This design comes from an exercise in tuning for small area and a short achievable clock period on the open sky130 flow, not from production work.
Only simulation tests tie the RTL to the original design; equivalence was not proved.
No activity file was given, so power comes from the tool's default toggle rates.

## mc_bank_dispatch
module mc_bank_dispatch
#(
    parameter int NUM_BANKS  = 32,
    parameter int ADDR_W     = 32,
    parameter int DATA_W     = 256,
    parameter int FIFO_DEPTH = 8,
    parameter int BANK_LSB   = 5
) (
    input  logic                          clk,
    input  logic                          reset,
    input  logic                          sys__mc__dram_req,
    input  logic                          sys__mc__dram_rdwr,
    input  logic [ADDR_W-1:0]             sys__mc__dram_addr,
    input  logic [DATA_W-1:0]             sys__mc__dram_wr_data,
    output logic                          mc__sys__dram_busy,
    output logic                          input_fifo_empty,
    output logic [$clog2(FIFO_DEPTH):0]   input_fifo_count,
    output logic [NUM_BANKS-1:0]          dec__bnc__valid,
    output logic                          dec__bnc__rdwr,
    output logic [ADDR_W-1:0]             dec__bnc__addr,
    output logic [DATA_W-1:0]             dec__bnc__wr_data,
    input  logic [NUM_BANKS-1:0]          bnc__dec__ready
    ,
    output logic [15:0]                   stat__drop_cnt,
    output logic [31:0]                   stat__rd_cnt,
    output logic [31:0]                   stat__wr_cnt
);
    localparam int c_bank_w = $clog2(NUM_BANKS);
    localparam int c_req_w  = 1 + ADDR_W + DATA_W;
    localparam int c_cnt_w  = $clog2(FIFO_DEPTH) + 1;
    logic [c_req_w-1:0]    w_push_req, w_head_req;
    logic                  w_push, w_pop, w_xfer, w_load, w_hit;
    logic [c_bank_w-1:0]   w_head_bank;
    logic [FIFO_DEPTH-1:0] wr_oh_q, rd_oh_q;
    logic [c_cnt_w-1:0]    count_q, count_d;
    logic                  full_q, empty_q;
    logic [FIFO_DEPTH-1:0] wen_q, wr_oh_d;
    logic                  nempty_q;
    logic                  out_valid_q;
    logic [NUM_BANKS-1:0]  sel_q;
    logic [NUM_BANKS-1:0]  selx_q;
    logic [c_req_w-1:0]    out_req_q;
  ...
Size in the first run: about 4900 cells after synthesis, ~730 I/O pins, roughly 97000 µm² of cells after synthesis.
Settings: LEC_CHECK=0, CAP_MARGIN=20, CORE_AREA=2.3 2.72 443.44 437.92, CTS_CLUSTER_DIAMETER=80, CTS_CLUSTER_SIZE=30, DIE_AREA=0 0 445.74 440.64, SETUP_SLACK_MARGIN=1.8, SLEW_MARGIN=20, TNS_END_PERCENT=25; clock period 4.0 ns.
standard.sh (not shown) runs the stock make flow with config.mk's settings and CLKGATE_MAP_FILE= SYNTH_SCRIPT=/design/flow/synth_recipe.tcl, a recipe that flattens the netlist after the stock synthesis.
==> flow/flow/run.sh <==
#!/bin/bash
# Standard layout, with plain fast buffers (instead of the default delay
# cells) on every input and output port, and clock tree synthesis without
# dummy balancing loads.
set -euo pipefail
export BUFFER_PORTS_ARGS="-buffer_cell sky130_fd_sc_hd__buf_2"
export CTS_ARGS="-sink_clustering_enable -repair_clock_nets -sink_clustering_size 30 -sink_clustering_max_diameter 80 -dont_use_dummy_load"
bash standard.sh > standard_flow.log 2>&1
The baseline produced a clean layout.
Change:
==> flow/flow/run.sh (replaced) <==
#!/bin/bash
# Standard layout, with plain fast buffers (instead of the default delay
# cells) on every input and output port.
set -euo pipefail
export BUFFER_PORTS_ARGS="-buffer_cell sky130_fd_sc_hd__buf_2"
bash standard.sh > standard_flow.log 2>&1
TNS_END_PERCENT = not set   (was 25)
The changed run produced a clean layout.
Global-route usage stays flat.
Critical path depth falls by 9.
Non-clock buffer count rises by 50.
Change:
--- a/flow/flow/run.sh
+++ b/flow/flow/run.sh
@@ -3 +3,2 @@
-# cells) on every input and output port.
+# cells) on every input and output port, and clock tree synthesis without
+# dummy balancing loads.
@@ -5,0 +7 @@
+export CTS_ARGS="-sink_clustering_enable -repair_clock_nets -sink_clustering_size 30 -sink_clustering_max_diameter 80 -dont_use_dummy_load"
TNS_END_PERCENT = 10   (was not set)
Result: The new run finished with timing, DRC and antenna clean; area after synthesis stays the same; setup slack gets better by 0.033 ns; via count falls by 1.3%; total power went down by 5.2%; hold slack loses 0.015 ns; global-route usage came out lower by 0.25 points; clock-buffer cell count shrinks by 10; cell count falls by 2.6%.
Change:
SETUP_SLACK_MARGIN = 1.65   (was 1.8)
What happened: The changed run finished with timing, DRC and antenna clean; core utilization goes down by 0.37 points; sequential share of layout area rose by 0.48 points; design area goes down by 0.64%; die area does not change; total power fell by 0.37%.


run 1:
mc_bank_dispatch again, from the RTL that the note above started with.
clock: 4.0 ns
lec_check: 0
cap_margin: 20
core_area: 2.3 2.72 443.44 437.92
cts_cluster_diameter: 80
cts_cluster_size: 30
die_area: 0 0 445.74 440.64
setup_slack_margin: 2.0
slew_margin: 20
tns_end_percent: 10
==> flow/flow/run.sh <==
#!/bin/bash
# Standard layout, with plain fast buffers (instead of the default delay
# cells) on every input and output port, and clock tree synthesis without
# dummy balancing loads.
set -euo pipefail
export BUFFER_PORTS_ARGS="-buffer_cell sky130_fd_sc_hd__buf_2"
export CTS_ARGS="-sink_clustering_enable -repair_clock_nets -sink_clustering_size 30 -sink_clustering_max_diameter 80 -dont_use_dummy_load"
bash standard.sh > standard_flow.log 2>&1
> inputs changed (run 1 -> run 2)
==> flow/flow/run.sh <==
#!/bin/bash
# Standard layout, with plain fast buffers (instead of the default delay
# cells) on every input and output port.
set -euo pipefail
export BUFFER_PORTS_ARGS="-buffer_cell sky130_fd_sc_hd__buf_2"
bash standard.sh > standard_flow.log 2>&1
-- flow/config.mk --
<<< run 1, line 12
export DIE_AREA = 0 0 445.74 440.64
export SETUP_SLACK_MARGIN = 2.0
export SLEW_MARGIN = 20
export TNS_END_PERCENT = 10
>>> run 2, line 12
export DIE_AREA = 0 0 445.74 440.64
export SETUP_SLACK_MARGIN = 1.8
export SLEW_MARGIN = 20
export TNS_END_PERCENT = 0
[summary]
Against run 1 as the reference, run 2 delivers a lower length of routed met2 wiring. Cmp run 2 vs run 1: global routing met2 resource utilization lower in run 2. As far as worst-case clock buffer depth is concerned, run 1 and run 2 perform about the same. In run 2, the least setup slack across all paths after layout came out 0.12 ns below the value in run 1. Register-to-register slack on run 2 is down relative to run 1. Run 2 against run 1: final worst-path cycle share grew by 2.9 points, wire length of the first global-routing pass went down about 2.3%. Comparing via count for run 2 and run 1, the smaller number came from run 2.
The following lists how run 3 was set up differently from run 2:
-- flow/config.mk --
<<< run 2, line 12
export DIE_AREA = 0 0 445.74 440.64
export SETUP_SLACK_MARGIN = 1.8
export SLEW_MARGIN = 20
export TNS_END_PERCENT = 0
>>> run 3, line 12
export DIE_AREA = 0 0 445.74 440.64
export SETUP_SLACK_MARGIN = 1.65
export SLEW_MARGIN = 20
The run showing the greater worst max-slew margin expressed relative to the limit is run 2. Run 2 → run 3: average vias per placed instance comparable; footprint of the multi-input gates comparable; sequential share of cell area now smaller; detailed-route wire length on metal 1 now larger; total power comparable. Length of the first detailed-routing pass in iterations, run 3 and run 2: lower on run 3. ~same proportion of total power due to net switching in run 3 and run 2. Comparing number of buffer and inverter instances along the worst setup path for run 3 and run 2, the bigger number came from run 2.
Here is what was changed in the inputs of run 4 compared with run 3.
==> flow/flow/run.sh <==
#!/bin/bash
# Standard layout, with plain fast buffers (instead of the default delay
# cells) on every input and output port, and clock tree synthesis without
# dummy balancing loads.
set -euo pipefail
export BUFFER_PORTS_ARGS="-buffer_cell sky130_fd_sc_hd__buf_2"
export CTS_ARGS="-sink_clustering_enable -repair_clock_nets -sink_clustering_size 30 -sink_clustering_max_diameter 80 -dont_use_dummy_load"
bash standard.sh > standard_flow.log 2>&1
-- flow/config.mk --
<<< run 3, line 12
export DIE_AREA = 0 0 445.74 440.64
export SETUP_SLACK_MARGIN = 1.65
export SLEW_MARGIN = 20
>>> run 4, line 12
export DIE_AREA = 0 0 445.74 440.64
export SETUP_SLACK_MARGIN = 1.8
export SLEW_MARGIN = 20
export TNS_END_PERCENT = 5
### Flow results
In terms of share of the clock period used by the worst path after layout, run 4 and run 3 differ only marginally.
Any difference in sequential power between run 4 and run 3 is small enough to ignore.
Between run 3 and run 4, the flow reports leakage component of the power decreasing slightly.
Side by side, number of cells on the critical path turned out higher in run 4 than in run 3.

==> separate check: timing with driven ports <==
How much do the figures lean on ideal ports? The routed layouts below were timed once more, with nothing changed but the port constraints. Step 1, drivers: a clkbuf_16 drives clk and a buf_2 each remaining input, both assumed. Step 2 moves the port delays by t, midway between the first and last clock arrival at a register: inputs arrive t later, outputs are due t later. That takes back most of the time a late clock gives input paths. Three values: ideal, step 1, step 2; two values: the first two.
run | t, ns | setup slack, ns | hold slack, ns | worst setup path at the end
the first run of note 1 | 0.872 | 1.623 / 1.566 / 1.166 | 0.063 / 0.021 / 0.473 | input to register
the second run of note 1 | 0.899 | 1.602 / 1.516 / 1.230 | 0.053 / 0.010 / 0.498 | input to register
the third run of note 1 | 0.877 | 1.634 / 1.549 / 1.173 | 0.038 / -0.005 / 0.473 | input to register
the fourth run of note 1 | 0.871 | 1.567 / 1.550 / 1.091 | 0.046 / 0.001 / 0.473 | input to register
run 1 | 0.877 | 1.625 / 1.552 / 1.143 | 0.043 / -0.001 / 0.473 | input to register
run 2 | 0.893 | 1.510 / 1.499 / 1.012 | 0.050 / 0.007 / 0.476 | input to register
run 3 | 0.899 | 1.581 / 1.495 / 1.192 | 0.052 / 0.009 / 0.476 | input to register
run 4 | 0.875 | 1.586 / 1.551 / 1.105 | 0.043 / -0.002 / 0.473 | input to register
After both steps setup and hold are still met in every run listed. For run 2, which loses most, drivers alone change the setup slack by -0.011 ns; drivers and shift together by -0.498 ns.
